Context: an optimization exercise on an open-source flow, tuned for small area and a short achievable clock period. The choices shown serve that exercise and are no tape-out recipe. In this exercise RTL edits were held to simulation tests only and were not proved equivalent to the original. In every run shown here, the design's own scripts or RTL, not TritonCTS, make the clock network. The clock port is modelled as an ideal driver, which makes a skipped or thinned clock tree look cheaper than it is; a real chip needs a root buffer or a tree. No activity file was given, so power comes from the tool's default toggle rates.

[design/flow/design.v]
module wallace_mult_top (
    input  logic        clk,
    input  logic        arst_n,
    input  logic        in_valid,
    input  logic [15:0] a,
    input  logic [15:0] b,
    output logic        out_valid,
    output logic [31:0] product,
    output logic        busy
);
    logic [2:0] vld_q;
    logic       busy_q;
    always_ff @(posedge clk or negedge arst_n) begin
        if (!arst_n) begin
            vld_q  <= '0;
            busy_q <= 1'b0;
        end else begin
            vld_q  <= {vld_q[1:0], in_valid};
            busy_q <= in_valid | (|vld_q[1:0]);
        end
    end
    assign out_valid = vld_q[2];
    assign busy      = busy_q;
    logic [15:0] a_q;
    logic        b15_q;
    logic [7:0]  one_q, two_q, neg_q;
    logic [31:0] opa_n, opb_n, prod_d;
    logic pp1;
    logic pp2;
    logic pp3;
    logic pp4;
    logic pp5;
    logic pp6;
    logic pp7;
    logic pp8;
    logic pp9;
    logic pp10;
    logic pp11;
    logic pp12;
    logic pp13;
    logic pp14;
    logic pp15;
    logic pp16;
    logic pp17;
    logic ng18;
    logic sg19;
    logic pp20;
    logic pp21;
    logic pp22;
    logic pp23;
    logic pp24;
    logic pp25;
    logic pp26;
    logic pp27;
    logic pp28;
    logic pp29;
    logic pp30;
    logic pp31;
    logic pp32;
    logic pp33;
    logic pp34;
    logic pp35;
    logic pp36;
    logic ng37;
    logic sg38;
    logic pp39;
    logic pp40;
    logic pp41;
    logic pp42;
    logic pp43;
    logic pp44;
    logic pp45;
    logic pp46;
    logic pp47;
    logic pp48;
    logic pp49;
    logic pp50;
    logic pp51;
    logic pp52;
    logic pp53;
    logic pp54;
    logic pp55;
    logic ng56;
    logic sg57;
    logic pp58;
    logic pp59;
    logic pp60;
    logic pp61;
    logic pp62;
    logic pp63;
    logic pp64;
    logic pp65;
    logic pp66;
    logic pp67;
    logic pp68;
    logic pp69;
    logic pp70;
    logic pp71;
    logic pp72;
    logic pp73;
    logic pp74;
    logic ng75;
    logic sg76;
    logic pp77;
    logic pp78;
    logic pp79;
    logic pp80;
    logic pp81;
    logic pp82;
    logic pp83;
    logic pp84;
    logic pp85;
    logic pp86;
    logic pp87;
    logic pp88;
    logic pp89;
    logic pp90;
    logic pp91;
    logic pp92;
    logic pp93;
    logic ng94;
    logic sg95;
    logic pp96;
    logic pp97;
    logic pp98;
    logic pp99;
    logic pp100;
    logic pp101;
    logic pp102;
    logic pp103;
    logic pp104;
    logic pp105;
    logic pp106;
    logic pp107;
    logic pp108;
    logic pp109;
    logic pp110;
    logic pp111;
    logic pp112;
    logic ng113;
    logic sg114;
    logic pp115;
    logic pp116;
    logic pp117;
    logic pp118;
    logic pp119;
    logic pp120;
    logic pp121;
    logic pp122;
    logic pp123;
    logic pp124;
    logic pp125;
    logic pp126;
    logic pp127;
    logic pp128;
    logic pp129;
    logic pp130;
    logic pp131;
    logic ng132;
    logic sg133;
    logic pp134;
    logic pp135;
    logic pp136;
    logic pp137;
    logic pp138;
    logic pp139;
    logic pp140;
    logic pp141;
    logic pp142;
    logic pp143;
    logic pp144;
    logic pp145;
    logic pp146;
    logic pp147;
    logic pp148;
    logic pp149;
    logic pp150;
    logic ng151;
    logic sg152;
    logic pp153;
    logic pp154;
    logic pp155;
    logic pp156;
    logic pp157;
    logic pp158;
    logic pp159;
    logic pp160;
    logic pp161;
    logic pp162;
    logic pp163;
    logic pp164;
    logic pp165;
    logic pp166;
    logic pp167;
    logic pp168;
    logic s169;
    logic c170;
    logic s171;
    logic c172;
    logic s173;
    logic c174;
    logic s175;
    logic c176;
    logic s177;
    logic c178;
    logic s179;
    logic c180;
    logic s181;
    logic c182;
    logic s183;
    logic c184;
    logic s185;
    logic c186;
    logic s187;
    logic c188;
    logic s189;
    logic c190;
    logic s191;
    logic c192;
    logic s193;
    logic c194;
    logic s195;
    logic c196;
    logic s197;
    logic c198;
    logic s199;
    logic c200;
    logic s201;
    logic c202;
    logic s203;
    logic c204;
    logic s205;
    logic c206;
    logic s207;
    logic c208;
    logic s209;
    logic c210;
    logic s211;
    logic c212;
    logic s213;
    logic c214;
    logic s215;
    logic c216;
    logic s217;
    logic c218;
    logic s219;
    logic c220;
    logic s221;
    logic c222;
    logic s223;
    logic c224;
    logic s225;
    logic c226;
    logic s227;
    logic c228;
    logic s229;
    logic c230;
    logic s231;
    logic c232;
    logic s233;
    logic c234;
    logic s235;
    logic c236;
    logic s237;
    logic c238;
    logic s239;
    logic c240;
    logic s241;
    logic c242;
    logic s243;
    logic c244;
    logic s245;
    logic c246;
    logic s247;
    logic c248;
    logic s249;
    logic c250;
    logic s251;
    logic c252;
    logic s253;
    logic c254;
    logic s255;
    logic c256;
    logic s257;
    logic c258;
    logic s259;
    logic c260;
    logic s261;
    logic c262;
    logic s263;
    logic c264;
    logic s265;
    logic c266;
    logic s267;
    logic c268;
    logic s269;
    logic c270;
    logic s271;
    logic c272;
    logic s273;
    logic c274;
    logic s275;
    logic c276;
    logic s277;
    logic c278;
    logic s279;
    logic c280;
    logic s281;
    logic c282;
    logic s283;
    logic c284;
    logic s285;
    logic c286;
    logic s287;
    logic c288;
    logic s289;
    logic c290;
    logic s291;
    logic c292;
    logic s293;
    logic c294;
    logic s295;
    logic c296;
    logic s297;
    logic c298;
    logic s299;
    logic c300;
    logic s301;
    logic c302;
    logic s303;
    logic c304;
    logic s305;
    logic c306;
    logic s307;
    logic c308;
    logic s309;
    logic c310;
    logic s311;
    logic c312;
    logic s313;
    logic c314;
    logic s315;
    logic c316;
    logic s317;
    logic c318;
    logic s319;
    logic c320;
    logic s321;
    logic c322;
    logic s323;
    logic c324;
    logic s325;
    logic c326;
    logic s327;
    logic c328;
    logic s329;
    logic c330;
    logic s331;
    logic c332;
    logic s333;
    logic c334;
    logic s335;
    logic c336;
    logic s337;
    logic c338;
    logic s339;
    logic c340;
    logic s341;
    logic c342;
    logic s343;
    logic c344;
    logic s345;
    logic c346;
    logic s347;
    logic c348;
    logic s349;
    logic c350;
    logic s351;
    logic c352;
    logic s353;
    logic c354;
    logic s355;
    logic c356;
    logic s357;
    logic c358;
    logic s359;
    logic c360;
    logic s361;
    logic c362;
    logic s363;
    logic c364;
    logic s365;
    logic c366;
    logic s367;
    logic c368;
    logic s369;
    logic c370;
    logic s371;
    logic c372;
    logic s373;
    logic c374;
    logic s375;
    logic c376;
    logic s377;
    logic c378;
    logic s379;
    logic c380;
    logic s381;
    logic c382;
    logic s383;
    logic c384;
    logic s385;
    logic c386;
    logic s387;
    logic c388;
    logic s389;
    logic c390;
    logic s391;
    logic c392;
    logic s393;
    logic c394;
    logic s395;
    logic c396;
    logic s397;
    logic c398;
    logic s399;
    logic c400;
    logic s401;
    logic c402;
    logic s403;
    logic c404;
    logic s405;
    logic c406;
    logic s407;
    logic c408;
    logic s409;
    logic c410;
    logic s411;
    logic c412;
    logic s413;
    logic c414;
    logic s415;
    logic c416;
    logic s417;
    logic c418;
    logic s419;
    logic c420;
    logic s421;
    logic c422;
    logic s423;
    logic c424;
    logic s425;
    logic c426;
    logic s427;
    logic c428;
    logic s429;
    logic c430;
    logic s431;
    logic c432;
    logic s433;
    logic c434;
    logic s435;
    logic c436;
    logic s437;
    logic c438;
    logic s439;
    logic c440;
    logic s441;
    logic c442;
    logic s443;
    logic c444;
    logic r0_c0_0;
    logic r0_c1_0;
    logic r0_c2_0;
    logic r0_c3_0;
    logic r0_c4_0;
    logic r0_c4_1;
    logic r0_c5_0;
    logic r0_c6_0;
    logic r0_c6_1;
    logic r0_c6_2;
    logic r0_c7_0;
    logic r0_c7_1;
    logic r0_c8_0;
    logic r0_c8_1;
    logic r0_c9_0;
    logic r0_c9_1;
    logic r0_c10_0;
    logic r0_c10_1;
    logic r0_c11_0;
    logic r0_c11_1;
    logic r0_c12_0;
    logic r0_c12_1;
    logic r0_c13_0;
    logic r0_c13_1;
    logic r0_c14_0;
    logic r0_c14_1;
    logic r0_c15_0;
    logic r0_c15_1;
    logic r0_c16_0;
    logic r0_c16_1;
    logic r0_c16_2;
    logic r0_c17_0;
    logic r0_c17_1;
    logic r0_c18_0;
    logic r0_c18_1;
    logic r0_c19_0;
    logic r0_c19_1;
    logic r0_c19_2;
    logic r0_c20_0;
    logic r0_c20_1;
    logic r0_c21_0;
    logic r0_c21_1;
    logic r0_c21_2;
    logic r0_c22_0;
    logic r0_c22_1;
    logic r0_c23_0;
    logic r0_c23_1;
    logic r0_c23_2;
    logic r0_c24_0;
    logic r0_c24_1;
    logic r0_c25_0;
    logic r0_c26_0;
    logic r0_c26_1;
    logic r0_c26_2;
    logic r0_c27_0;
    logic r0_c28_0;
    logic r0_c28_1;
    logic r0_c28_2;
    logic r0_c29_0;
    logic r0_c30_0;
    logic r0_c31_0;
    logic r0_c31_1;
    assign pp1 = ~(((a_q[0] & one_q[0]) | (1'b0 & two_q[0])) ^ neg_q[0]);
    assign pp2 = ~(((a_q[1] & one_q[0]) | (a_q[0] & two_q[0])) ^ neg_q[0]);
    assign pp3 = ~(((a_q[2] & one_q[0]) | (a_q[1] & two_q[0])) ^ neg_q[0]);
    assign pp4 = ~(((a_q[3] & one_q[0]) | (a_q[2] & two_q[0])) ^ neg_q[0]);
    assign pp5 = ~(((a_q[4] & one_q[0]) | (a_q[3] & two_q[0])) ^ neg_q[0]);
    assign pp6 = ~(((a_q[5] & one_q[0]) | (a_q[4] & two_q[0])) ^ neg_q[0]);
    assign pp7 = ~(((a_q[6] & one_q[0]) | (a_q[5] & two_q[0])) ^ neg_q[0]);
    assign pp8 = ~(((a_q[7] & one_q[0]) | (a_q[6] & two_q[0])) ^ neg_q[0]);
    assign pp9 = ~(((a_q[8] & one_q[0]) | (a_q[7] & two_q[0])) ^ neg_q[0]);
    assign pp10 = ~(((a_q[9] & one_q[0]) | (a_q[8] & two_q[0])) ^ neg_q[0]);
    assign pp11 = ~(((a_q[10] & one_q[0]) | (a_q[9] & two_q[0])) ^ neg_q[0]);
    assign pp12 = ~(((a_q[11] & one_q[0]) | (a_q[10] & two_q[0])) ^ neg_q[0]);
    assign pp13 = ~(((a_q[12] & one_q[0]) | (a_q[11] & two_q[0])) ^ neg_q[0]);
    assign pp14 = ~(((a_q[13] & one_q[0]) | (a_q[12] & two_q[0])) ^ neg_q[0]);
    assign pp15 = ~(((a_q[14] & one_q[0]) | (a_q[13] & two_q[0])) ^ neg_q[0]);
    assign pp16 = ~(((a_q[15] & one_q[0]) | (a_q[14] & two_q[0])) ^ neg_q[0]);
    assign pp17 = ~(((1'b0 & one_q[0]) | (a_q[15] & two_q[0])) ^ neg_q[0]);
    assign ng18 = ~neg_q[0];
    assign sg19 = neg_q[0];
    assign pp20 = ~(((a_q[0] & one_q[1]) | (1'b0 & two_q[1])) ^ neg_q[1]);
    assign pp21 = ~(((a_q[1] & one_q[1]) | (a_q[0] & two_q[1])) ^ neg_q[1]);
    assign pp22 = ~(((a_q[2] & one_q[1]) | (a_q[1] & two_q[1])) ^ neg_q[1]);
    assign pp23 = ~(((a_q[3] & one_q[1]) | (a_q[2] & two_q[1])) ^ neg_q[1]);
    assign pp24 = ~(((a_q[4] & one_q[1]) | (a_q[3] & two_q[1])) ^ neg_q[1]);
    assign pp25 = ~(((a_q[5] & one_q[1]) | (a_q[4] & two_q[1])) ^ neg_q[1]);
    assign pp26 = ~(((a_q[6] & one_q[1]) | (a_q[5] & two_q[1])) ^ neg_q[1]);
    assign pp27 = ~(((a_q[7] & one_q[1]) | (a_q[6] & two_q[1])) ^ neg_q[1]);
    assign pp28 = ~(((a_q[8] & one_q[1]) | (a_q[7] & two_q[1])) ^ neg_q[1]);
    assign pp29 = ~(((a_q[9] & one_q[1]) | (a_q[8] & two_q[1])) ^ neg_q[1]);
    assign pp30 = ~(((a_q[10] & one_q[1]) | (a_q[9] & two_q[1])) ^ neg_q[1]);
    assign pp31 = ~(((a_q[11] & one_q[1]) | (a_q[10] & two_q[1])) ^ neg_q[1]);
    assign pp32 = ~(((a_q[12] & one_q[1]) | (a_q[11] & two_q[1])) ^ neg_q[1]);
    assign pp33 = ~(((a_q[13] & one_q[1]) | (a_q[12] & two_q[1])) ^ neg_q[1]);
    assign pp34 = ~(((a_q[14] & one_q[1]) | (a_q[13] & two_q[1])) ^ neg_q[1]);
    assign pp35 = ~(((a_q[15] & one_q[1]) | (a_q[14] & two_q[1])) ^ neg_q[1]);
    assign pp36 = ~(((1'b0 & one_q[1]) | (a_q[15] & two_q[1])) ^ neg_q[1]);
    assign ng37 = ~neg_q[1];
    assign sg38 = neg_q[1];
    assign pp39 = ~(((a_q[0] & one_q[2]) | (1'b0 & two_q[2])) ^ neg_q[2]);
    assign pp40 = ~(((a_q[1] & one_q[2]) | (a_q[0] & two_q[2])) ^ neg_q[2]);
    assign pp41 = ~(((a_q[2] & one_q[2]) | (a_q[1] & two_q[2])) ^ neg_q[2]);
    assign pp42 = ~(((a_q[3] & one_q[2]) | (a_q[2] & two_q[2])) ^ neg_q[2]);
    assign pp43 = ~(((a_q[4] & one_q[2]) | (a_q[3] & two_q[2])) ^ neg_q[2]);
    assign pp44 = ~(((a_q[5] & one_q[2]) | (a_q[4] & two_q[2])) ^ neg_q[2]);
    assign pp45 = ~(((a_q[6] & one_q[2]) | (a_q[5] & two_q[2])) ^ neg_q[2]);
    assign pp46 = ~(((a_q[7] & one_q[2]) | (a_q[6] & two_q[2])) ^ neg_q[2]);
    assign pp47 = ~(((a_q[8] & one_q[2]) | (a_q[7] & two_q[2])) ^ neg_q[2]);
    assign pp48 = ~(((a_q[9] & one_q[2]) | (a_q[8] & two_q[2])) ^ neg_q[2]);
    assign pp49 = ~(((a_q[10] & one_q[2]) | (a_q[9] & two_q[2])) ^ neg_q[2]);
    assign pp50 = ~(((a_q[11] & one_q[2]) | (a_q[10] & two_q[2])) ^ neg_q[2]);
    assign pp51 = ~(((a_q[12] & one_q[2]) | (a_q[11] & two_q[2])) ^ neg_q[2]);
    assign pp52 = ~(((a_q[13] & one_q[2]) | (a_q[12] & two_q[2])) ^ neg_q[2]);
    assign pp53 = ~(((a_q[14] & one_q[2]) | (a_q[13] & two_q[2])) ^ neg_q[2]);
    assign pp54 = ~(((a_q[15] & one_q[2]) | (a_q[14] & two_q[2])) ^ neg_q[2]);
    assign pp55 = ~(((1'b0 & one_q[2]) | (a_q[15] & two_q[2])) ^ neg_q[2]);
    assign ng56 = ~neg_q[2];
    assign sg57 = neg_q[2];
    assign pp58 = ~(((a_q[0] & one_q[3]) | (1'b0 & two_q[3])) ^ neg_q[3]);
    assign pp59 = ~(((a_q[1] & one_q[3]) | (a_q[0] & two_q[3])) ^ neg_q[3]);
    assign pp60 = ~(((a_q[2] & one_q[3]) | (a_q[1] & two_q[3])) ^ neg_q[3]);
    assign pp61 = ~(((a_q[3] & one_q[3]) | (a_q[2] & two_q[3])) ^ neg_q[3]);
    assign pp62 = ~(((a_q[4] & one_q[3]) | (a_q[3] & two_q[3])) ^ neg_q[3]);
    assign pp63 = ~(((a_q[5] & one_q[3]) | (a_q[4] & two_q[3])) ^ neg_q[3]);
    assign pp64 = ~(((a_q[6] & one_q[3]) | (a_q[5] & two_q[3])) ^ neg_q[3]);
    assign pp65 = ~(((a_q[7] & one_q[3]) | (a_q[6] & two_q[3])) ^ neg_q[3]);
    assign pp66 = ~(((a_q[8] & one_q[3]) | (a_q[7] & two_q[3])) ^ neg_q[3]);
    assign pp67 = ~(((a_q[9] & one_q[3]) | (a_q[8] & two_q[3])) ^ neg_q[3]);
    assign pp68 = ~(((a_q[10] & one_q[3]) | (a_q[9] & two_q[3])) ^ neg_q[3]);
    assign pp69 = ~(((a_q[11] & one_q[3]) | (a_q[10] & two_q[3])) ^ neg_q[3]);
    assign pp70 = ~(((a_q[12] & one_q[3]) | (a_q[11] & two_q[3])) ^ neg_q[3]);
    assign pp71 = ~(((a_q[13] & one_q[3]) | (a_q[12] & two_q[3])) ^ neg_q[3]);
    assign pp72 = ~(((a_q[14] & one_q[3]) | (a_q[13] & two_q[3])) ^ neg_q[3]);
    assign pp73 = ~(((a_q[15] & one_q[3]) | (a_q[14] & two_q[3])) ^ neg_q[3]);
    assign pp74 = ~(((1'b0 & one_q[3]) | (a_q[15] & two_q[3])) ^ neg_q[3]);
    assign ng75 = ~neg_q[3];
    assign sg76 = neg_q[3];
    assign pp77 = ~(((a_q[0] & one_q[4]) | (1'b0 & two_q[4])) ^ neg_q[4]);
    assign pp78 = ~(((a_q[1] & one_q[4]) | (a_q[0] & two_q[4])) ^ neg_q[4]);
    assign pp79 = ~(((a_q[2] & one_q[4]) | (a_q[1] & two_q[4])) ^ neg_q[4]);
    assign pp80 = ~(((a_q[3] & one_q[4]) | (a_q[2] & two_q[4])) ^ neg_q[4]);
    assign pp81 = ~(((a_q[4] & one_q[4]) | (a_q[3] & two_q[4])) ^ neg_q[4]);
    assign pp82 = ~(((a_q[5] & one_q[4]) | (a_q[4] & two_q[4])) ^ neg_q[4]);
    assign pp83 = ~(((a_q[6] & one_q[4]) | (a_q[5] & two_q[4])) ^ neg_q[4]);
    assign pp84 = ~(((a_q[7] & one_q[4]) | (a_q[6] & two_q[4])) ^ neg_q[4]);
    assign pp85 = ~(((a_q[8] & one_q[4]) | (a_q[7] & two_q[4])) ^ neg_q[4]);
    assign pp86 = ~(((a_q[9] & one_q[4]) | (a_q[8] & two_q[4])) ^ neg_q[4]);
    assign pp87 = ~(((a_q[10] & one_q[4]) | (a_q[9] & two_q[4])) ^ neg_q[4]);
    assign pp88 = ~(((a_q[11] & one_q[4]) | (a_q[10] & two_q[4])) ^ neg_q[4]);
    assign pp89 = ~(((a_q[12] & one_q[4]) | (a_q[11] & two_q[4])) ^ neg_q[4]);
    assign pp90 = ~(((a_q[13] & one_q[4]) | (a_q[12] & two_q[4])) ^ neg_q[4]);
    assign pp91 = ~(((a_q[14] & one_q[4]) | (a_q[13] & two_q[4])) ^ neg_q[4]);
    assign pp92 = ~(((a_q[15] & one_q[4]) | (a_q[14] & two_q[4])) ^ neg_q[4]);
    assign pp93 = ~(((1'b0 & one_q[4]) | (a_q[15] & two_q[4])) ^ neg_q[4]);
    assign ng94 = ~neg_q[4];
    assign sg95 = neg_q[4];
    assign pp96 = ~(((a_q[0] & one_q[5]) | (1'b0 & two_q[5])) ^ neg_q[5]);
    assign pp97 = ~(((a_q[1] & one_q[5]) | (a_q[0] & two_q[5])) ^ neg_q[5]);
    assign pp98 = ~(((a_q[2] & one_q[5]) | (a_q[1] & two_q[5])) ^ neg_q[5]);
    assign pp99 = ~(((a_q[3] & one_q[5]) | (a_q[2] & two_q[5])) ^ neg_q[5]);
    assign pp100 = ~(((a_q[4] & one_q[5]) | (a_q[3] & two_q[5])) ^ neg_q[5]);
    assign pp101 = ~(((a_q[5] & one_q[5]) | (a_q[4] & two_q[5])) ^ neg_q[5]);
    assign pp102 = ~(((a_q[6] & one_q[5]) | (a_q[5] & two_q[5])) ^ neg_q[5]);
    assign pp103 = ~(((a_q[7] & one_q[5]) | (a_q[6] & two_q[5])) ^ neg_q[5]);
    assign pp104 = ~(((a_q[8] & one_q[5]) | (a_q[7] & two_q[5])) ^ neg_q[5]);
    assign pp105 = ~(((a_q[9] & one_q[5]) | (a_q[8] & two_q[5])) ^ neg_q[5]);
    assign pp106 = ~(((a_q[10] & one_q[5]) | (a_q[9] & two_q[5])) ^ neg_q[5]);
    assign pp107 = ~(((a_q[11] & one_q[5]) | (a_q[10] & two_q[5])) ^ neg_q[5]);
    assign pp108 = ~(((a_q[12] & one_q[5]) | (a_q[11] & two_q[5])) ^ neg_q[5]);
    assign pp109 = ~(((a_q[13] & one_q[5]) | (a_q[12] & two_q[5])) ^ neg_q[5]);
    assign pp110 = ~(((a_q[14] & one_q[5]) | (a_q[13] & two_q[5])) ^ neg_q[5]);
    assign pp111 = ~(((a_q[15] & one_q[5]) | (a_q[14] & two_q[5])) ^ neg_q[5]);
    assign pp112 = ~(((1'b0 & one_q[5]) | (a_q[15] & two_q[5])) ^ neg_q[5]);
    assign ng113 = ~neg_q[5];
    assign sg114 = neg_q[5];
    assign pp115 = ~(((a_q[0] & one_q[6]) | (1'b0 & two_q[6])) ^ neg_q[6]);
    assign pp116 = ~(((a_q[1] & one_q[6]) | (a_q[0] & two_q[6])) ^ neg_q[6]);
    assign pp117 = ~(((a_q[2] & one_q[6]) | (a_q[1] & two_q[6])) ^ neg_q[6]);
    assign pp118 = ~(((a_q[3] & one_q[6]) | (a_q[2] & two_q[6])) ^ neg_q[6]);
    assign pp119 = ~(((a_q[4] & one_q[6]) | (a_q[3] & two_q[6])) ^ neg_q[6]);
    assign pp120 = ~(((a_q[5] & one_q[6]) | (a_q[4] & two_q[6])) ^ neg_q[6]);
    assign pp121 = ~(((a_q[6] & one_q[6]) | (a_q[5] & two_q[6])) ^ neg_q[6]);
    assign pp122 = ~(((a_q[7] & one_q[6]) | (a_q[6] & two_q[6])) ^ neg_q[6]);
    assign pp123 = ~(((a_q[8] & one_q[6]) | (a_q[7] & two_q[6])) ^ neg_q[6]);
    assign pp124 = ~(((a_q[9] & one_q[6]) | (a_q[8] & two_q[6])) ^ neg_q[6]);
    assign pp125 = ~(((a_q[10] & one_q[6]) | (a_q[9] & two_q[6])) ^ neg_q[6]);
    assign pp126 = ~(((a_q[11] & one_q[6]) | (a_q[10] & two_q[6])) ^ neg_q[6]);
    assign pp127 = ~(((a_q[12] & one_q[6]) | (a_q[11] & two_q[6])) ^ neg_q[6]);
    assign pp128 = ~(((a_q[13] & one_q[6]) | (a_q[12] & two_q[6])) ^ neg_q[6]);
    assign pp129 = ~(((a_q[14] & one_q[6]) | (a_q[13] & two_q[6])) ^ neg_q[6]);
    assign pp130 = ~(((a_q[15] & one_q[6]) | (a_q[14] & two_q[6])) ^ neg_q[6]);
    assign pp131 = ~(((1'b0 & one_q[6]) | (a_q[15] & two_q[6])) ^ neg_q[6]);
    assign ng132 = ~neg_q[6];
    assign sg133 = neg_q[6];
    assign pp134 = ~(((a_q[0] & one_q[7]) | (1'b0 & two_q[7])) ^ neg_q[7]);
    assign pp135 = ~(((a_q[1] & one_q[7]) | (a_q[0] & two_q[7])) ^ neg_q[7]);
    assign pp136 = ~(((a_q[2] & one_q[7]) | (a_q[1] & two_q[7])) ^ neg_q[7]);
    assign pp137 = ~(((a_q[3] & one_q[7]) | (a_q[2] & two_q[7])) ^ neg_q[7]);
    assign pp138 = ~(((a_q[4] & one_q[7]) | (a_q[3] & two_q[7])) ^ neg_q[7]);
    assign pp139 = ~(((a_q[5] & one_q[7]) | (a_q[4] & two_q[7])) ^ neg_q[7]);
    assign pp140 = ~(((a_q[6] & one_q[7]) | (a_q[5] & two_q[7])) ^ neg_q[7]);
    assign pp141 = ~(((a_q[7] & one_q[7]) | (a_q[6] & two_q[7])) ^ neg_q[7]);
    assign pp142 = ~(((a_q[8] & one_q[7]) | (a_q[7] & two_q[7])) ^ neg_q[7]);
    assign pp143 = ~(((a_q[9] & one_q[7]) | (a_q[8] & two_q[7])) ^ neg_q[7]);
    assign pp144 = ~(((a_q[10] & one_q[7]) | (a_q[9] & two_q[7])) ^ neg_q[7]);
    assign pp145 = ~(((a_q[11] & one_q[7]) | (a_q[10] & two_q[7])) ^ neg_q[7]);
    assign pp146 = ~(((a_q[12] & one_q[7]) | (a_q[11] & two_q[7])) ^ neg_q[7]);
    assign pp147 = ~(((a_q[13] & one_q[7]) | (a_q[12] & two_q[7])) ^ neg_q[7]);
    assign pp148 = ~(((a_q[14] & one_q[7]) | (a_q[13] & two_q[7])) ^ neg_q[7]);
    assign pp149 = ~(((a_q[15] & one_q[7]) | (a_q[14] & two_q[7])) ^ neg_q[7]);
    assign pp150 = ~(((1'b0 & one_q[7]) | (a_q[15] & two_q[7])) ^ neg_q[7]);
    assign ng151 = ~neg_q[7];
    assign sg152 = neg_q[7];
    assign pp153 = ~(a_q[0] & b15_q);
    assign pp154 = ~(a_q[1] & b15_q);
    assign pp155 = ~(a_q[2] & b15_q);
    assign pp156 = ~(a_q[3] & b15_q);
    assign pp157 = ~(a_q[4] & b15_q);
    assign pp158 = ~(a_q[5] & b15_q);
    assign pp159 = ~(a_q[6] & b15_q);
    assign pp160 = ~(a_q[7] & b15_q);
    assign pp161 = ~(a_q[8] & b15_q);
    assign pp162 = ~(a_q[9] & b15_q);
    assign pp163 = ~(a_q[10] & b15_q);
    assign pp164 = ~(a_q[11] & b15_q);
    assign pp165 = ~(a_q[12] & b15_q);
    assign pp166 = ~(a_q[13] & b15_q);
    assign pp167 = ~(a_q[14] & b15_q);
    assign pp168 = ~(a_q[15] & b15_q);
    mfa u_ha0 (.x(ng18), .y(pp1), .z(1'b1), .s(s169), .c(c170));
    mfa u_ha1 (.x(pp2), .y(c170), .z(1'b1), .s(s171), .c(c172));
    mfa u_fa0 (.x(ng37), .y(pp20), .z(pp3), .s(s173), .c(c174));
    mfa u_ha2 (.x(s173), .y(c172), .z(1'b1), .s(s175), .c(c176));
    mfa u_fa1 (.x(pp21), .y(pp4), .z(c174), .s(s177), .c(c178));
    mfa u_ha3 (.x(s177), .y(c176), .z(1'b1), .s(s179), .c(c180));
    mfa u_fa2 (.x(ng56), .y(pp22), .z(pp39), .s(s181), .c(c182));
    mfa u_fa3 (.x(pp5), .y(s181), .z(c178), .s(s183), .c(c184));
    mfa u_fa4 (.x(pp23), .y(pp40), .z(pp6), .s(s185), .c(c186));
    mfa u_fa5 (.x(c182), .y(s185), .z(c184), .s(s187), .c(c188));
    mfa u_fa6 (.x(ng75), .y(pp24), .z(pp41), .s(s189), .c(c190));
    mfa u_fa7 (.x(pp58), .y(pp7), .z(c186), .s(s191), .c(c192));
    mfa u_fa8 (.x(pp25), .y(pp42), .z(pp59), .s(s193), .c(c194));
    mfa u_fa9 (.x(pp8), .y(c190), .z(s193), .s(s195), .c(c196));
    mfa u_fa10 (.x(ng94), .y(pp26), .z(pp43), .s(s197), .c(c198));
    mfa u_fa11 (.x(pp60), .y(pp77), .z(pp9), .s(s199), .c(c200));
    mfa u_fa12 (.x(c194), .y(s197), .z(s199), .s(s201), .c(c202));
    mfa u_fa13 (.x(pp10), .y(pp27), .z(pp44), .s(s203), .c(c204));
    mfa u_fa14 (.x(pp61), .y(pp78), .z(c198), .s(s205), .c(c206));
    mfa u_fa15 (.x(c200), .y(s203), .z(c202), .s(s207), .c(c208));
    mfa u_fa16 (.x(ng113), .y(pp11), .z(pp28), .s(s209), .c(c210));
    mfa u_fa17 (.x(pp45), .y(pp62), .z(pp79), .s(s211), .c(c212));
    mfa u_fa18 (.x(pp96), .y(c204), .z(s209), .s(s213), .c(c214));
    mfa u_fa19 (.x(s211), .y(c206), .z(s213), .s(s215), .c(c216));
    mfa u_fa20 (.x(pp12), .y(pp29), .z(pp46), .s(s217), .c(c218));
    mfa u_fa21 (.x(pp63), .y(pp80), .z(pp97), .s(s219), .c(c220));
    mfa u_fa22 (.x(c210), .y(c212), .z(s217), .s(s221), .c(c222));
    mfa u_fa23 (.x(s219), .y(c214), .z(s221), .s(s223), .c(c224));
    mfa u_fa24 (.x(ng132), .y(pp115), .z(pp13), .s(s225), .c(c226));
    mfa u_fa25 (.x(pp30), .y(pp47), .z(pp64), .s(s227), .c(c228));
    mfa u_fa26 (.x(pp81), .y(pp98), .z(c218), .s(s229), .c(c230));
    mfa u_fa27 (.x(c220), .y(s225), .z(s227), .s(s231), .c(c232));
    mfa u_fa28 (.x(c222), .y(s229), .z(s231), .s(s233), .c(c234));
    mfa u_fa29 (.x(pp116), .y(pp14), .z(pp31), .s(s235), .c(c236));
    mfa u_fa30 (.x(pp48), .y(pp65), .z(pp82), .s(s237), .c(c238));
    mfa u_fa31 (.x(pp99), .y(c226), .z(c228), .s(s239), .c(c240));
    mfa u_fa32 (.x(s235), .y(s237), .z(c230), .s(s241), .c(c242));
    mfa u_fa33 (.x(c232), .y(s239), .z(s241), .s(s243), .c(c244));
    mfa u_fa34 (.x(ng151), .y(pp100), .z(pp117), .s(s245), .c(c246));
    mfa u_fa35 (.x(pp134), .y(pp15), .z(pp32), .s(s247), .c(c248));
    mfa u_fa36 (.x(pp49), .y(pp66), .z(pp83), .s(s249), .c(c250));
    mfa u_fa37 (.x(c236), .y(c238), .z(s245), .s(s251), .c(c252));
    mfa u_fa38 (.x(s247), .y(s249), .z(c240), .s(s253), .c(c254));
    mfa u_fa39 (.x(s251), .y(c242), .z(s253), .s(s255), .c(c256));
    mfa u_fa40 (.x(pp101), .y(pp118), .z(pp135), .s(s257), .c(c258));
    mfa u_fa41 (.x(pp16), .y(pp33), .z(pp50), .s(s259), .c(c260));
    mfa u_fa42 (.x(pp67), .y(pp84), .z(c246), .s(s261), .c(c262));
    mfa u_fa43 (.x(c248), .y(c250), .z(s257), .s(s263), .c(c264));
    mfa u_fa44 (.x(s259), .y(c252), .z(s261), .s(s265), .c(c266));
    mfa u_fa45 (.x(s263), .y(c254), .z(s265), .s(s267), .c(c268));
    mfa u_fa46 (.x(pp153), .y(pp102), .z(pp119), .s(s269), .c(c270));
    mfa u_fa47 (.x(pp136), .y(pp17), .z(pp34), .s(s271), .c(c272));
    mfa u_fa48 (.x(pp51), .y(pp68), .z(pp85), .s(s273), .c(c274));
    mfa u_fa49 (.x(c258), .y(c260), .z(s269), .s(s275), .c(c276));
    mfa u_fa50 (.x(s271), .y(s273), .z(c262), .s(s277), .c(c278));
    mfa u_fa51 (.x(c264), .y(s275), .z(c266), .s(s279), .c(c280));
    mha u_hc0 (.x(sg19), .y(pp154), .s(s281), .c(c282));
    mfa u_fa52 (.x(pp103), .y(pp120), .z(pp137), .s(s283), .c(c284));
    mfa u_fa53 (.x(pp35), .y(pp52), .z(pp69), .s(s285), .c(c286));
    mfa u_fa54 (.x(pp86), .y(s281), .z(c270), .s(s287), .c(c288));
    mfa u_fa55 (.x(c272), .y(c274), .z(s283), .s(s289), .c(c290));
    mfa u_fa56 (.x(s285), .y(c276), .z(s287), .s(s291), .c(c292));
    mfa u_fa57 (.x(s289), .y(c278), .z(s291), .s(s293), .c(c294));
    mha u_hc1 (.x(pp155), .y(pp104), .s(s295), .c(c296));
    mfa u_fa58 (.x(pp121), .y(pp138), .z(pp36), .s(s297), .c(c298));
    mfa u_fa59 (.x(pp53), .y(pp70), .z(pp87), .s(s299), .c(c300));
    mfa u_fa60 (.x(c282), .y(s295), .z(c284), .s(s301), .c(c302));
    mfa u_fa61 (.x(c286), .y(s297), .z(s299), .s(s303), .c(c304));
    mfa u_fa62 (.x(c288), .y(c290), .z(s301), .s(s305), .c(c306));
    mfa u_fa63 (.x(s303), .y(c292), .z(s305), .s(s307), .c(c308));
    mfa u_fa64 (.x(sg38), .y(pp156), .z(pp105), .s(s309), .c(c310));
    mfa u_fa65 (.x(pp122), .y(pp139), .z(pp54), .s(s311), .c(c312));
    mfa u_fa66 (.x(pp71), .y(pp88), .z(c296), .s(s313), .c(c314));
    mfa u_fa67 (.x(c298), .y(c300), .z(s309), .s(s315), .c(c316));
    mfa u_fa68 (.x(s311), .y(s313), .z(c302), .s(s317), .c(c318));
    mfa u_fa69 (.x(c304), .y(s315), .z(c306), .s(s319), .c(c320));
    mha u_hc2 (.x(pp157), .y(pp106), .s(s321), .c(c322));
    mfa u_fa70 (.x(pp123), .y(pp140), .z(pp55), .s(s323), .c(c324));
    mfa u_fa71 (.x(pp72), .y(pp89), .z(s321), .s(s325), .c(c326));
    mfa u_fa72 (.x(c310), .y(c312), .z(s323), .s(s327), .c(c328));
    mfa u_fa73 (.x(c314), .y(s325), .z(c316), .s(s329), .c(c330));
    mfa u_fa74 (.x(s327), .y(c318), .z(s329), .s(s331), .c(c332));
    mfa u_fa75 (.x(sg57), .y(pp158), .z(pp107), .s(s333), .c(c334));
    mfa u_fa76 (.x(pp124), .y(pp141), .z(pp73), .s(s335), .c(c336));
    mfa u_fa77 (.x(pp90), .y(c322), .z(c324), .s(s337), .c(c338));
    mfa u_fa78 (.x(s333), .y(s335), .z(c326), .s(s339), .c(c340));
    mfa u_fa79 (.x(c328), .y(s337), .z(s339), .s(s341), .c(c342));
    mha u_hc3 (.x(pp159), .y(pp108), .s(s343), .c(c344));
    mfa u_fa80 (.x(pp125), .y(pp142), .z(pp74), .s(s345), .c(c346));
    mfa u_fa81 (.x(pp91), .y(s343), .z(c334), .s(s347), .c(c348));
    mfa u_fa82 (.x(c336), .y(s345), .z(c338), .s(s349), .c(c350));
    mfa u_fa83 (.x(s347), .y(c340), .z(s349), .s(s351), .c(c352));
    mfa u_fa84 (.x(sg76), .y(pp160), .z(pp109), .s(s353), .c(c354));
    mfa u_fa85 (.x(pp126), .y(pp143), .z(pp92), .s(s355), .c(c356));
    mfa u_fa86 (.x(c344), .y(c346), .z(s353), .s(s357), .c(c358));
    mfa u_fa87 (.x(s355), .y(c348), .z(s357), .s(s359), .c(c360));
    mha u_hc4 (.x(pp161), .y(pp110), .s(s361), .c(c362));
    mfa u_fa88 (.x(pp127), .y(pp144), .z(pp93), .s(s363), .c(c364));
    mfa u_fa89 (.x(s361), .y(c354), .z(c356), .s(s365), .c(c366));
    mfa u_fa90 (.x(s363), .y(c358), .z(s365), .s(s367), .c(c368));
    mfa u_fa91 (.x(sg95), .y(pp162), .z(pp111), .s(s369), .c(c370));
    mfa u_fa92 (.x(pp128), .y(pp145), .z(c362), .s(s371), .c(c372));
    mfa u_fa93 (.x(c364), .y(s369), .z(s371), .s(s373), .c(c374));
    mfa u_fa94 (.x(c366), .y(s373), .z(c368), .s(s375), .c(c376));
    mha u_hc5 (.x(pp163), .y(pp112), .s(s377), .c(c378));
    mfa u_fa95 (.x(pp129), .y(pp146), .z(s377), .s(s379), .c(c380));
    mfa u_fa96 (.x(c370), .y(c372), .z(s379), .s(s381), .c(c382));
    mfa u_fa97 (.x(sg114), .y(pp164), .z(pp130), .s(s383), .c(c384));
    mfa u_fa98 (.x(pp147), .y(c378), .z(s383), .s(s385), .c(c386));
    mfa u_fa99 (.x(c380), .y(s385), .z(c382), .s(s387), .c(c388));
    mha u_hc6 (.x(pp165), .y(pp131), .s(s389), .c(c390));
    mfa u_fa100 (.x(pp148), .y(s389), .z(c384), .s(s391), .c(c392));
    mfa u_fa101 (.x(sg133), .y(pp166), .z(pp149), .s(s393), .c(c394));
    mfa u_fa102 (.x(c390), .y(s393), .z(c392), .s(s395), .c(c396));
    mha u_hc7 (.x(pp167), .y(pp150), .s(s397), .c(c398));
    mfa u_fa103 (.x(s397), .y(c394), .z(c396), .s(s399), .c(c400));
    mfa u_fa104 (.x(sg152), .y(pp168), .z(c398), .s(s401), .c(c402));
    mfa u_fa105 (.x(r0_c6_0), .y(r0_c6_1), .z(r0_c6_2), .s(s403), .c(c404));
    mfa u_ha4 (.x(r0_c7_0), .y(r0_c7_1), .z(1'b1), .s(s405), .c(c406));
    mfa u_ha5 (.x(r0_c8_0), .y(r0_c8_1), .z(1'b1), .s(s407), .c(c408));
    mfa u_ha6 (.x(r0_c9_0), .y(r0_c9_1), .z(1'b1), .s(s409), .c(c410));
    mfa u_ha7 (.x(r0_c10_0), .y(r0_c10_1), .z(1'b1), .s(s411), .c(c412));
    mfa u_ha8 (.x(r0_c11_0), .y(r0_c11_1), .z(1'b1), .s(s413), .c(c414));
    mfa u_ha9 (.x(r0_c12_0), .y(r0_c12_1), .z(1'b1), .s(s415), .c(c416));
    mfa u_ha10 (.x(r0_c13_0), .y(r0_c13_1), .z(1'b1), .s(s417), .c(c418));
    mfa u_ha11 (.x(r0_c14_0), .y(r0_c14_1), .z(1'b1), .s(s419), .c(c420));
    mfa u_ha12 (.x(r0_c15_0), .y(r0_c15_1), .z(1'b1), .s(s421), .c(c422));
    mfa u_fa106 (.x(r0_c16_0), .y(r0_c16_1), .z(r0_c16_2), .s(s423), .c(c424));
    mfa u_ha13 (.x(r0_c17_0), .y(r0_c17_1), .z(1'b1), .s(s425), .c(c426));
    mfa u_ha14 (.x(r0_c18_0), .y(r0_c18_1), .z(1'b1), .s(s427), .c(c428));
    mfa u_fa107 (.x(r0_c19_0), .y(r0_c19_1), .z(r0_c19_2), .s(s429), .c(c430));
    mfa u_ha15 (.x(r0_c20_0), .y(r0_c20_1), .z(1'b1), .s(s431), .c(c432));
    mfa u_fa108 (.x(r0_c21_0), .y(r0_c21_1), .z(r0_c21_2), .s(s433), .c(c434));
    mfa u_ha16 (.x(r0_c22_0), .y(r0_c22_1), .z(1'b1), .s(s435), .c(c436));
    mfa u_fa109 (.x(r0_c23_0), .y(r0_c23_1), .z(r0_c23_2), .s(s437), .c(c438));
    mfa u_ha17 (.x(r0_c24_0), .y(r0_c24_1), .z(1'b1), .s(s439), .c(c440));
    mfa u_fa110 (.x(r0_c26_0), .y(r0_c26_1), .z(r0_c26_2), .s(s441), .c(c442));
    mfa u_fa111 (.x(r0_c28_0), .y(r0_c28_1), .z(r0_c28_2), .s(s443), .c(c444));
    assign opa_n = {r0_c31_0, r0_c30_0, r0_c29_0, s443, r0_c27_0, s441, r0_c25_0, c438, c436, c434, c432, c430, c428, c426, c424, c422, c420, c418, c416, c414, c412, c410, c408, c406, c404, s403, r0_c5_0, r0_c4_0, r0_c3_0, r0_c2_0, r0_c1_0, r0_c0_0};
    assign opb_n = {r0_c31_1, 1'b1, c444, 1'b1, c442, 1'b1, c440, s439, s437, s435, s433, s431, s429, s427, s425, s423, s421, s419, s417, s415, s413, s411, s409, s407, s405, 1'b1, 1'b1, r0_c4_1, 1'b1, 1'b1, 1'b1, 1'b1};
    assign prod_d = ~(opa_n + opb_n + 32'd1);
    always_ff @(posedge clk) begin
        a_q <= a;
        one_q[0] <= b[0] ^ 1'b0;
        two_q[0] <= (b[1] & ~b[0] & ~1'b0) | (~b[1] & b[0] & 1'b0);
        neg_q[0] <= b[1] & ~(b[0] & 1'b0);
        one_q[1] <= b[2] ^ b[1];
        two_q[1] <= (b[3] & ~b[2] & ~b[1]) | (~b[3] & b[2] & b[1]);
        neg_q[1] <= b[3] & ~(b[2] & b[1]);
        one_q[2] <= b[4] ^ b[3];
        two_q[2] <= (b[5] & ~b[4] & ~b[3]) | (~b[5] & b[4] & b[3]);
        neg_q[2] <= b[5] & ~(b[4] & b[3]);
        one_q[3] <= b[6] ^ b[5];
        two_q[3] <= (b[7] & ~b[6] & ~b[5]) | (~b[7] & b[6] & b[5]);
        neg_q[3] <= b[7] & ~(b[6] & b[5]);
        one_q[4] <= b[8] ^ b[7];
        two_q[4] <= (b[9] & ~b[8] & ~b[7]) | (~b[9] & b[8] & b[7]);
        neg_q[4] <= b[9] & ~(b[8] & b[7]);
        one_q[5] <= b[10] ^ b[9];
        two_q[5] <= (b[11] & ~b[10] & ~b[9]) | (~b[11] & b[10] & b[9]);
        neg_q[5] <= b[11] & ~(b[10] & b[9]);
        one_q[6] <= b[12] ^ b[11];
        two_q[6] <= (b[13] & ~b[12] & ~b[11]) | (~b[13] & b[12] & b[11]);
        neg_q[6] <= b[13] & ~(b[12] & b[11]);
        one_q[7] <= b[14] ^ b[13];
        two_q[7] <= (b[15] & ~b[14] & ~b[13]) | (~b[15] & b[14] & b[13]);
        neg_q[7] <= b[15] & ~(b[14] & b[13]);
        b15_q <= b[15];
        r0_c0_0 <= s169;
        r0_c1_0 <= s171;
        r0_c2_0 <= s175;
        r0_c3_0 <= s179;
        r0_c4_0 <= s183;
        r0_c4_1 <= c180;
        r0_c5_0 <= s187;
        r0_c6_0 <= s189;
        r0_c6_1 <= s191;
        r0_c6_2 <= c188;
        r0_c7_0 <= c192;
        r0_c7_1 <= s195;
        r0_c8_0 <= c196;
        r0_c8_1 <= s201;
        r0_c9_0 <= s205;
        r0_c9_1 <= s207;
        r0_c10_0 <= c208;
        r0_c10_1 <= s215;
        r0_c11_0 <= c216;
        r0_c11_1 <= s223;
        r0_c12_0 <= c224;
        r0_c12_1 <= s233;
        r0_c13_0 <= c234;
        r0_c13_1 <= s243;
        r0_c14_0 <= c244;
        r0_c14_1 <= s255;
        r0_c15_0 <= c256;
        r0_c15_1 <= s267;
        r0_c16_0 <= s277;
        r0_c16_1 <= c268;
        r0_c16_2 <= s279;
        r0_c17_0 <= c280;
        r0_c17_1 <= s293;
        r0_c18_0 <= c294;
        r0_c18_1 <= s307;
        r0_c19_0 <= s317;
        r0_c19_1 <= c308;
        r0_c19_2 <= s319;
        r0_c20_0 <= c320;
        r0_c20_1 <= s331;
        r0_c21_0 <= c330;
        r0_c21_1 <= s341;
        r0_c21_2 <= c332;
        r0_c22_0 <= c342;
        r0_c22_1 <= s351;
        r0_c23_0 <= c350;
        r0_c23_1 <= s359;
        r0_c23_2 <= c352;
        r0_c24_0 <= s367;
        r0_c24_1 <= c360;
        r0_c25_0 <= s375;
        r0_c26_0 <= c374;
        r0_c26_1 <= s381;
        r0_c26_2 <= c376;
        r0_c27_0 <= s387;
        r0_c28_0 <= c386;
        r0_c28_1 <= s391;
        r0_c28_2 <= c388;
        r0_c29_0 <= s395;
        r0_c30_0 <= s399;
        r0_c31_0 <= s401;
        r0_c31_1 <= c400;
        product <= prod_d;
    end
endmodule
module mfa (input logic x, input logic y, input logic z, output logic s, output logic c);
    assign s = x ^ y ^ z;
    assign c = (x & y) | (x & z) | (y & z);
endmodule
module mha (input logic x, input logic y, output logic s, output logic c);
    assign s = x ^ y;
    assign c = x & y;
endmodule
[design/flow/flow/run.sh]
#!/bin/bash
# The standard ORFS layout (standard.sh, with its synthesis unchanged) with three changes:
#  - every port is buffered with sky130_fd_sc_hd__buf_2 instead of the default delay buffer
#    (flow/place_pre.tcl, when present, picks buf_1 for inputs and buf_2 for outputs);
#  - the clock tree is built by flow/cts_pre.tcl instead of TritonCTS: the clock port drives
#    $CLK_NL1 first-level cells, each driving leaf cells placed at the centres of k-means
#    clusters of the flip-flops, so every flip-flop sees the same two cells;
#  - repair_timing aims for $SETUP_SLACK_MARGIN ns of extra setup slack.
# make's output goes to standard_flow.log; each ORFS step keeps its own log in orfs/logs.
set -euo pipefail
export BUFFER_PORTS_ARGS="-buffer_cell sky130_fd_sc_hd__buf_2"
export SETUP_SLACK_MARGIN=8.1
export PRE_CTS_TCL="$(pwd)/flow/cts_pre.tcl"
export CLK_NLEAF=8
export CLK_NL1=4
export CLK_LEAF_CELL=sky130_fd_sc_hd__clkinv_8
export CLK_L1_CELL=sky130_fd_sc_hd__clkinv_8
bash standard.sh > standard_flow.log 2>&1
[design/flow/flow/cts_pre.tcl]
proc env_or { name dflt } {
  if { [info exists ::env($name)] && $::env($name) ne "" } { return $::env($name) }
  return $dflt
}
set nleaf [env_or CLK_NLEAF 8]
set nl1 [env_or CLK_NL1 2]
set leafcell [env_or CLK_LEAF_CELL sky130_fd_sc_hd__clkbuf_16]
set l1cell [env_or CLK_L1_CELL sky130_fd_sc_hd__clkbuf_16]

# Balanced k-means: pts is a list of {x y}; returns {assignment centres}
proc kmeans { pts k {slack 1} } {
  set n [llength $pts]
  set cx 0; set cy 0
  foreach p $pts { set cx [expr {$cx + [lindex $p 0]}]; set cy [expr {$cy + [lindex $p 1]}] }
  set cx [expr {$cx / $n}]; set cy [expr {$cy / $n}]
  set order {}
  for {set i 0} {$i < $n} {incr i} {
    set p [lindex $pts $i]
    lappend order [list $i [expr {atan2([lindex $p 1]-$cy, [lindex $p 0]-$cx)}]]
  }
  set order [lsort -real -index 1 $order]
  set cent {}
  for {set c 0} {$c < $k} {incr c} {
    set sx 0; set sy 0; set m 0
    for {set j [expr {$c * $n / $k}]} {$j < ($c + 1) * $n / $k} {incr j} {
      set p [lindex $pts [lindex [lindex $order $j] 0]]
      set sx [expr {$sx + [lindex $p 0]}]; set sy [expr {$sy + [lindex $p 1]}]; incr m
    }
    if {$m == 0} { lappend cent [list $cx $cy] } else { lappend cent [list [expr {$sx / $m}] [expr {$sy / $m}]] }
  }
  set cap [expr {int(ceil(double($n) / $k)) + $slack}]
  for {set iter 0} {$iter < 40} {incr iter} {
    set cnt [lrepeat $k 0]
    set assign [lrepeat $n -1]
    set cand {}
    for {set i 0} {$i < $n} {incr i} {
      set p [lindex $pts $i]
      set best 1e18
      for {set c 0} {$c < $k} {incr c} {
        set d [expr {abs([lindex $p 0]-[lindex $cent $c 0]) + abs([lindex $p 1]-[lindex $cent $c 1])}]
        if {$d < $best} { set best $d }
      }
      lappend cand [list $i $best]
    }
    foreach ib [lsort -real -decreasing -index 1 $cand] {
      set i [lindex $ib 0]; set p [lindex $pts $i]
      set bk -1; set best 1e18
      for {set c 0} {$c < $k} {incr c} {
        if {[lindex $cnt $c] >= $cap} continue
        set d [expr {abs([lindex $p 0]-[lindex $cent $c 0]) + abs([lindex $p 1]-[lindex $cent $c 1])}]
        if {$d < $best} { set best $d; set bk $c }
      }
      lset assign $i $bk
      lset cnt $bk [expr {[lindex $cnt $bk] + 1}]
    }
    set newc {}
    for {set c 0} {$c < $k} {incr c} {
      set sx 0; set sy 0; set m 0
      for {set i 0} {$i < $n} {incr i} {
        if {[lindex $assign $i] == $c} {
          set sx [expr {$sx + [lindex $pts $i 0]}]; set sy [expr {$sy + [lindex $pts $i 1]}]; incr m
        }
      }
      if {$m > 0} { lappend newc [list [expr {$sx / $m}] [expr {$sy / $m}]] } else { lappend newc [lindex $cent $c] }
    }
    set cent $newc
  }
  return [list $assign $cent]
}

proc add_buffer { block master name in_net x y } {
  set inst [odb::dbInst_create $block $master $name]
  set net [odb::dbNet_create $block "${name}_net"]
  $net setSigType CLOCK
  [$inst findITerm A] connect $in_net
  set out [$inst findITerm X]
  if { $out eq "NULL" } { set out [$inst findITerm Y] }
  $out connect $net
  $inst setLocation [expr {int($x)}] [expr {int($y)}]
  $inst setPlacementStatus PLACED
  return $net
}

set block [ord::get_db_block]
set db [ord::get_db]
set clk_net [$block findNet clk]
set sinks {}
foreach it [$clk_net getITerms] {
  if { [$it isInputSignal] } { lappend sinks $it }
}
set pts {}
foreach it $sinks {
  set bb [[$it getInst] getBBox]
  lappend pts [list [expr {([$bb xMin] + [$bb xMax]) / 2.0}] [expr {([$bb yMin] + [$bb yMax]) / 2.0}]]
}
puts "manual clock tree: [llength $sinks] sinks, $nleaf leaf buffers, $nl1 first-level buffers"
lassign [kmeans $pts $nleaf] leaf_of leaf_cent
if { $nl1 > 0 } {
  lassign [kmeans $leaf_cent $nl1 0] l1_of l1_cent
  for {set g 0} {$g < $nl1} {incr g} {
    set l1net($g) [add_buffer $block [$db findMaster $l1cell] "clkbuf_l1_$g" $clk_net {*}[lindex $l1_cent $g]]
  }
}
for {set c 0} {$c < $nleaf} {incr c} {
  set src $clk_net
  if { $nl1 > 0 } { set src $l1net([lindex $l1_of $c]) }
  set leafnet($c) [add_buffer $block [$db findMaster $leafcell] "clkbuf_leaf_$c" $src {*}[lindex $leaf_cent $c]]
}
for {set i 0} {$i < [llength $sinks]} {incr i} {
  set it [lindex $sinks $i]
  $it disconnect
  $it connect $leafnet([lindex $leaf_of $i])
}
# TritonCTS is not run: the buffers above are the whole tree.
proc clock_tree_synthesis { args } {
  puts "clock_tree_synthesis skipped: clock buffers were placed by cts_pre.tcl"
  set_propagated_clock [all_clocks]
}
# cts.tcl clones clock inverters next to their loads after this hook; the inverter pairs
# above are already placed by their loads, so that step is skipped as well.
proc repair_clock_inverters { args } {
  puts "repair_clock_inverters skipped: clock tree built by cts_pre.tcl"
}
[design/flow/standard.sh]
#!/bin/bash
# synth_recipe.tcl (not shown) runs the flow's synth.tcl, then flattens the netlist and writes it again
# the make line also repeats each setting of config.mk as NAME=value (left out here)
make -C /OpenROAD-flow-scripts/flow DESIGN_CONFIG=/design/flow/config.mk WORK_HOME=/design/flow/orfs CLKGATE_MAP_FILE= SYNTH_SCRIPT=/design/flow/synth_recipe.tcl "${@:-finish}"
[design/flow/config.mk]
export PLATFORM = sky130hd
export DESIGN_NAME = wallace_mult_top
export DESIGN_NICKNAME = wallace_mult_top
export VERILOG_FILES = /design/flow/design.v
export SDC_FILE = /design/flow/constraint.sdc
export NUM_CORES = 4
export LEC_CHECK = 0
export CAP_MARGIN = 20
export CORE_MARGIN = 2
export CORE_UTILIZATION = 40
export SLEW_MARGIN = 20
export SYNTH_HIERARCHICAL = 1
export SYNTH_MINIMUM_KEEP_SIZE = 0
export TNS_END_PERCENT = 30
[design/flow/constraint.sdc]
create_clock -name core_clock -period 11.0 [get_ports {clk}]
set_input_delay 2.2000 -clock core_clock [delete_from_list [all_inputs] [get_ports {clk}]]
set_output_delay 2.2000 -clock core_clock [all_outputs]
set_load 0.01 [all_outputs]
==> run summary, run 1 <==
* Status: timing/DRC/antenna clean
* Final count of hold timing violations at 0
* Share of cells above drive strength 1 at 20.9%
* Critical Path Source Type: flip-flop
* Max Fanout on Critical Path at 12
* Core area at 23500 um^2
* Cell area after synthesis at 9600 um^2
* Rows at 56
* Pre-CTS setup slack at 7620 ps
* Final worst path period need at 2890 ps
* Vias in the first global route at 6691
* Global placement routability congestion at 0.907
* Skew-Pair Late Insertion Delay at 140 ps
* Pwr Density at 296 nW/um^2
* Top_reg_cell synth: dfxtp_1
* Yosys synthesis warning count at 7
* Fmax at 0.347 GHz
* Sequential share of the synthesized area at 29.2%
* Initial DRT Pass Iterations at 6
* Layout area overhead at 13.9%
* Drt initial violations at 465
* Max Slew Vio Count at 0
* Dominant cell type by area after synthesis: dfxtp_1
* Crit path kind: reg2reg
* DRC viols at 0
* Yosys reg bits at 139
* ANT cells at 0
* DRT Wirelength at 22.9 mm
* Via count at 6646
* Total grt overflow at 0
* I/O pin count at 69
* Final worst-path setup slack at 8110 ps
* Starting Density at 40.8%
* CP required at 11020 ps
* Final Core Density at 46.5%
* Top cell type's share of synthesized area at 28.1%
* Fin crit share at 26.2%
* Syn_area_per_cell at 10.9 um^2
* Antenna viol nets, final at 0
* Min-Delay Path Class: reg2reg
* Syn Inst Count at 878
* Element type at the critical path end: flip-flop
* Largest net degree at the start of global routing at 20
* Routed wire length per instance at 18.1 um
* Top post-synthesis cells by area: dfxtp_1 (28%), fa_1 (27%), xnor2_1 (14%), a22oi_1 (9.4%), ha_1 (5.0%)
* Synth cell types at 46
* VDD IR max at 101 uV
* Final setup viols at 0
* Initial antenna violation count at 0
* RSZ-0062 raised after global routing: true
* Total track usage at 17.6%
* Post-synth EDFFs at 0
* IO buf count at 68
* Total negative slack at 0 ps
* Most frequent cell after synthesis: xnor2_1
* Synth cell count leaders: xnor2_1 (150), dfxtp_1 (135), fa_1 (130), a22oi_1 (120), clkbuf_1 (67)
* Die width at 159 um
* Total Die Area at 25300 um^2
* First-pass GRT wire length at 36.3 mm
* Die height at 159 um
* Vias per inst at 5.25
* P_leak at 4.19 nW
* Nets at 1151
* Async SR Flop Fraction at 2.88%
* HPWL after DPL at 16.2 mm
* Clock Skews at 11.5 ps
* Worst-path clk slew at 70 ps
* Maximum capacitance violations at 0
* WP data arrival at 2900 ps
## report_power, final
group	switching (mW)	internal [mW]	leakage, nW
clock	0.184	0.0486	0.0827
combinational	1.20	0.958	2.91
sequential	0.114	0.737	1.20
total	1.50	1.74	4.19
## state kept, by name (all words and copies together) (netlist names), 3 cells and up
name and cells:
neg_q 8, a_q 16, one_q 8, product 32
two_q 8, vld_q 3
## cell usage in the layout (no fill, tap or decap), types with 3 or more instances in the layout
cell type and instances:
xnor2_1 146, fa_1 126, a22oi_1 114, dfxtp_1 98, buf_2 68, nand2_1 56
buf_4 47, ha_1 38, dfxtp_4 32, a21oi_1 23, o21ai_0 22, conb_1 18
nor2_1 15, nand2b_1 13, xor2_1 12, clkinv_8 12, inv_1 10, nor2b_1 10
nand3b_1 7, a22oi_2 6, inv_6 6, dfxtp_2 5, xnor2_2 4, o21bai_1 4
a21o_1 4, fa_2 4, dfrtp_1 4, nand4_1 3, o211ai_1 3, o21ai_1 3
## layer usage
layer	vias to the layer above	routed length, um	GRT usage, %
li1	3077	-	-
met1	3243	10600	26.2
met2	286	9910	27.5
met3	40	1850	2.21
met4	0	619	4.55
met5	-	0	0
## through the flow
stage	std cells	power, mW	hold WS (ps)	instance area, um^2
floorplan	895	2.47	338	9800
detailed placement	1204	2.99	345	10100
global placement	1204	2.95	342	10100
CTS	1229	3.24	361	10600
finish	1265	3.24	359	10900
global route	1265	3.61	372	10900
## cell families (layout without fill, tap and decap cells)
kind of cell | after synthesis | in the layout | synth area share [%]
AOI/OAI and AO/OA | 194 | 194 | 14.1
adders and majority gates | 168 | 168 | 32.0
xor gates and xnor gates | 162 | 162 | 14.8
DFF | 139 | 139 | 29.2
and+or+nand+nor | 118 | 118 | 6.08
buffers and inverters | 96 | 147 | 3.75
other | 1 | 18 | 0.0390
## repair_timing
action,4_1_cts,5_1_grt
hold buffers,0,0
pin swaps,0,6
endpoints found under the setup margin,32,20
cloned,0,0
buffers inserted,13,36
gates resized for setup,68,28
## worst paths after layout
kind,start,to,slack (ps),cells after the start
min in group asynchronous,arst_n,vld_q[2]$_DFF_PN0_,1860,1
worst min-delay path,r0_c1_0$_DFF_P_,product[1]$_DFF_P_,360,1
worst max register to register,one_q[5]$_DFF_P_,r0_c15_1$_DFF_P_,8110,6
worst max-delay path,one_q[5]$_DFF_P_,r0_c15_1$_DFF_P_,8110,6
worst min register to register,r0_c1_0$_DFF_P_,product[1]$_DFF_P_,360,1
max in group asynchronous,arst_n,vld_q[1]$_DFF_PN0_,9020,1
## per-module statistics from Yosys (local to each module, per instance)
module,copies in the design,cells,area [um^2]
mha,8,1,12.5
wallace_mult_top,1,740,6900
mfa,130,1,20.0
## critical path: stages (launching register included)
cell	delay [ps]
dfxtp_4	410
a22oi_2	240
xnor2_2	100
fa_1	510
fa_1	490
fa_1	590
fa_1	420
## layout make-up
type / count / area, um^2
fillers: 2255 / 12600
multi-input cells: 660 / 6580
flip-flops and latches: 139 / 2930
repair buffers: 117 / 733
well taps: 319 / 399
inverters: 30 / 298
==> inputs of run 2 (changes only) <==
--- a/design/flow/flow/run.sh
+++ b/design/flow/flow/run.sh
@@ -14,5 +14,5 @@
 export CLK_NLEAF=8
 export CLK_NL1=4
 export CLK_LEAF_CELL=sky130_fd_sc_hd__clkinv_8
-export CLK_L1_CELL=sky130_fd_sc_hd__clkinv_8
+export CLK_L1_CELL=sky130_fd_sc_hd__clkinv_16
 bash standard.sh > standard_flow.log 2>&1
--- a/design/flow/config.mk
+++ b/design/flow/config.mk
@@ -11,4 +11,3 @@
 export SLEW_MARGIN = 20
 export SYNTH_HIERARCHICAL = 1
 export SYNTH_MINIMUM_KEEP_SIZE = 0
-export TNS_END_PERCENT = 30
==> run summary, run 2 <==
* Max reg flops at 32 (unchanged)
* Total track usage at 17.9% (was 17.6%)
* Max Fanout on Critical Path at 16 (was 12)
* CP max stage delay at 560 ps (was 590 ps)
* Via count at 6639 (was 6646)
* Final setup viols at 0 (unchanged)
* First-pass GRT wire length at 36.9 mm (was 36.3 mm)
* Multi-input gate area at 6590 um^2 (was 6580 um^2)
* Min-Delay Path Class: reg2reg (unchanged)
* Initial DRT Pass Iterations at 7 (was 6)
* Crit path top cell by count: fa_1 (unchanged)
* Worst-path clk slew at 70 ps (about the same)
* Share of cells above drive strength 1 at 19.4% (was 20.9%)
* Drt initial violations at 612 (was 465)
* Fin crit share at 25.8% (was 26.2%)
* Synth cell types at 46 (unchanged)
* Core area at 23500 um^2 (unchanged)
* DRC viols at 0 (unchanged)
* Worst path depth at 6 (unchanged)
* Die width at 159 um (unchanged)
* Yosys synthesis warning count at 7 (unchanged)
* Top Registers: product: 32 flops, a_q: 16 flops (unchanged)
* I/O pin count at 69 (unchanged)
* Yosys reg bits at 139 (unchanged)
* Total Die Area at 25300 um^2 (unchanged)
* Initial antenna violation count at 0 (unchanged)
* ANT cells at 0 (unchanged)
* Worst Hold Depth at 1 (unchanged)
* Most frequent cell after synthesis: xnor2_1 (unchanged)
* Routed wire length per instance at 18.7 um (was 18.1 um)
* CP required at 11010 ps (was 11020 ps)
* Clock Skews at 9.23 ps (was 11.5 ps)
* Synth cell count leaders: xnor2_1 (150), dfxtp_1 (135), fa_1 (130), a22oi_1 (120), clkbuf_1 (67) (unchanged)
* HPWL after DPL at 16.2 mm (about the same)
* Worst path top cell family by delay: adder cells (unchanged)
* Vias per inst at 5.33 (was 5.25)
* Global placement routability congestion at 0.880 (was 0.907)
* Max Slew Vio Count at 0 (unchanged)
* Fmax at 0.353 GHz (was 0.347 GHz)
* Placed Cells at 1204 (unchanged)
* Layout area overhead at 13.0% (was 13.9%)
* Status: timing/DRC/antenna clean (unchanged)
* IO buf count at 68 (unchanged)
* Crit path kind: reg2reg (unchanged)
* Total grt overflow at 0 (unchanged)
* VDD IR max at 115 uV (was 101 uV)
* Post-synth EDFFs at 0 (unchanged)
* Maximum capacitance violations at 0 (unchanged)
* Antenna viol nets, final at 0 (unchanged)
* Rows at 56 (unchanged)
* Cell Chain, Critical Path: a22oi_1 > xnor2_1 > fa_1 > fa_1 > fa_1 > fa_1 (was a22oi_2 > xnor2_2 > fa_1 > fa_1 > fa_1 > fa_1)
* Dominant cell type by area after synthesis: dfxtp_1 (unchanged)
* Pwr Density at 300 nW/um^2 (was 296 nW/um^2)
* Largest net degree at the start of global routing at 20 (unchanged)
* Critical Path Source Type: flip-flop (unchanged)
* Top_reg_cell synth: dfxtp_1 (unchanged)
* Non-Filler Instances at 1246 (was 1265)
* Fillers at 2255 (unchanged)
* R2r worst-path depth at 6 (unchanged)
* Cell area after synthesis at 9600 um^2 (unchanged)
* Async SR Flop Fraction at 2.88% (unchanged)
* P_leak at 4.12 nW (was 4.19 nW)
* Nets at 1132 (was 1151)
* Top post-synthesis cells by area: dfxtp_1 (28%), fa_1 (27%), xnor2_1 (14%), a22oi_1 (9.4%), ha_1 (5.0%) (unchanged)
* Placed Area at 10100 um^2 (unchanged)
* Tot Pwr at 3.25 mW (was 3.24 mW)
* Final count of hold timing violations at 0 (unchanged)
* WP data arrival at 2840 ps (was 2900 ps)
* RSZ-0062 raised after global routing: true (unchanged)
* DRT Wirelength at 23.3 mm (was 22.9 mm)
* Final non-filler cell area at 10800 um^2 (was 10900 um^2)
* Top reg by flops: product (unchanged)
* Skew-Pair Late Insertion Delay at 130 ps (was 140 ps)
* Most common cell after layout, fill and taps aside: xnor2_1 (unchanged)
* Final worst path period need at 2830 ps (was 2890 ps)
* Syn_area_per_cell at 10.9 um^2 (unchanged)
* Die height at 159 um (unchanged)
* Crit-path slowest cell: fa_1 (unchanged)
* Sequential share of the synthesized area at 29.2% (unchanged)
* Starting Density at 40.8% (unchanged)
* Syn Inst Count at 878 (unchanged)
* Most frequent cells in the layout: xnor2_1 (145), fa_1 (126), a22oi_1 (113), dfxtp_1 (99), buf_2 (68) (was xnor2_1 (146), fa_1 (126), a22oi_1 (114), dfxtp_1 (98), buf_2 (68))
* WP buf/inv at 0 (unchanged)
* Total negative slack at 0 ps (unchanged)
* Element type at the critical path end: flip-flop (unchanged)
* Top cell type's share of synthesized area at 28.1% (unchanged)
* Vias in the first global route at 6653 (was 6691)
* Register area at 2930 um^2 (about the same)
[run 2: cell types whose count changed in the layout (fill, tap and decap cells not counted), sizes merged]
| cell | change |
|---|---|
| clkbuf | +1 |
| buf | -20 |
[run 2: final cells by class]
type                    count  area share, %
well taps                 319           3.68
multi-input cells         660           60.8
inverters                  30           3.23
repair buffers             98           5.33
flip-flops and latches    139           27.0
[run 2: per-layer routing]
layer  track usage, %  part of all wire [%]  wire length [um]  vias to the layer above
met3             3.15                   8.6              2010                       35
met1             26.3                    45             10500                     3252
li1                 -                     -                 -                     3033
met4             4.42                   2.1               483                        0
met5                0                     0                 0                        -
met2             27.5                    45             10400                      319
[run 2: cells by family (layout without fill, tap and decap cells)]
| family | after synthesis | in the layout | share of synthesized area [%] |
|---|---|---|---|
| AO/OA/AOI/OAI | 194 | 194 | 14.1 |
| adder cells (fa/ha/maj) | 168 | 168 | 32.0 |
| XOR/XNOR | 162 | 162 | 14.8 |
| flip-flops | 139 | 139 | 29.2 |
| AND/OR/NAND/NOR | 118 | 118 | 6.08 |
| buffers and inverters | 96 | 128 | 3.75 |
| other | 1 | 18 | 0.0390 |
[run 2: worst reg2reg max path, cell delays in order (launching register included)]
cell	delay (ps)
dfxtp_4	490
a22oi_1	150
xnor2_1	170
fa_1	500
fa_1	430
fa_1	560
fa_1	430
[run 2: stage by stage]
step | utilization, % | hold WS (ps) | setup WS, ps
floorplan | - | 338 | 8040
global placement | 43.0 | 340 | 7660
detailed placement | 43.0 | 345 | 7620
CTS | 44.6 | 361 | 8080
global route | 46.1 | 372 | 8080
finish | 46.1 | 359 | 8170
[run 2: where the power goes]
group	internal, mW	switching, mW
clock network	0.0655	0.187
logic	0.951	1.19
registers	0.737	0.123
[run 2: repair_timing]
item,in CTS,in global routing
buffers inserted,0,30
pin swaps,0,3
gates resized for setup,66,30
hold buffers,0,0
endpoints found under the hold margin,0,0
endpoints found under the setup margin,36,22
[run 2: per-module statistics from Yosys, one instance, submodules excluded]
| module | cells inside | times used | flops+latches |
|---|---|---|---|
| mfa | 1 | 130 | 0 |
| mha | 1 | 8 | 0 |
| wallace_mult_top | 740 | 1 | 139 |
[run 2: path summary, 6_finish.rpt]
check	endpoint	slack (ps)	startpoint
worst max-delay path	r0_c13_1$_DFF_P_	8170	one_q[1]$_DFF_P_
worst min-delay path	product[1]$_DFF_P_	360	r0_c1_0$_DFF_P_
worst max register to register	r0_c13_1$_DFF_P_	8170	one_q[1]$_DFF_P_
worst min register to register	product[1]$_DFF_P_	360	r0_c1_0$_DFF_P_
max in group asynchronous	busy_q$_DFF_PN0_	9020	arst_n
min in group asynchronous	vld_q[0]$_DFF_PN0_	1870	arst_n

## what the ideal ports hide
The flow's constraints put no driver on any port. The routed layouts listed below were extracted and timed again, unchanged, in two steps.
Step 1 sets driving cells, clkbuf_16 on the clock port and buf_2 on the other inputs (assumed; they add their load-dependent delay and slew).
Step 2, shift: input delay + t, output delay - t, t = (earliest + latest rising clock arrival at the registers) / 2. This alone moves slack from input paths to output paths.
Slacks: no drivers / after step 1 / after step 2; pairs: no drivers / after step 1.
run | shift t [ns] | setup slack, ns | worst data-port slew with drivers (ns)
run 1 | 0.294 | 8.115 / 8.028 / 8.114 | 0.03
run 2 | 0.344 | 8.166 / 7.966 / 8.166 | 0.03
After both steps setup and hold are still met in every run listed. For run 1, which loses most, drivers alone change the setup slack by -0.087 ns; drivers and shift together by -0.001 ns.
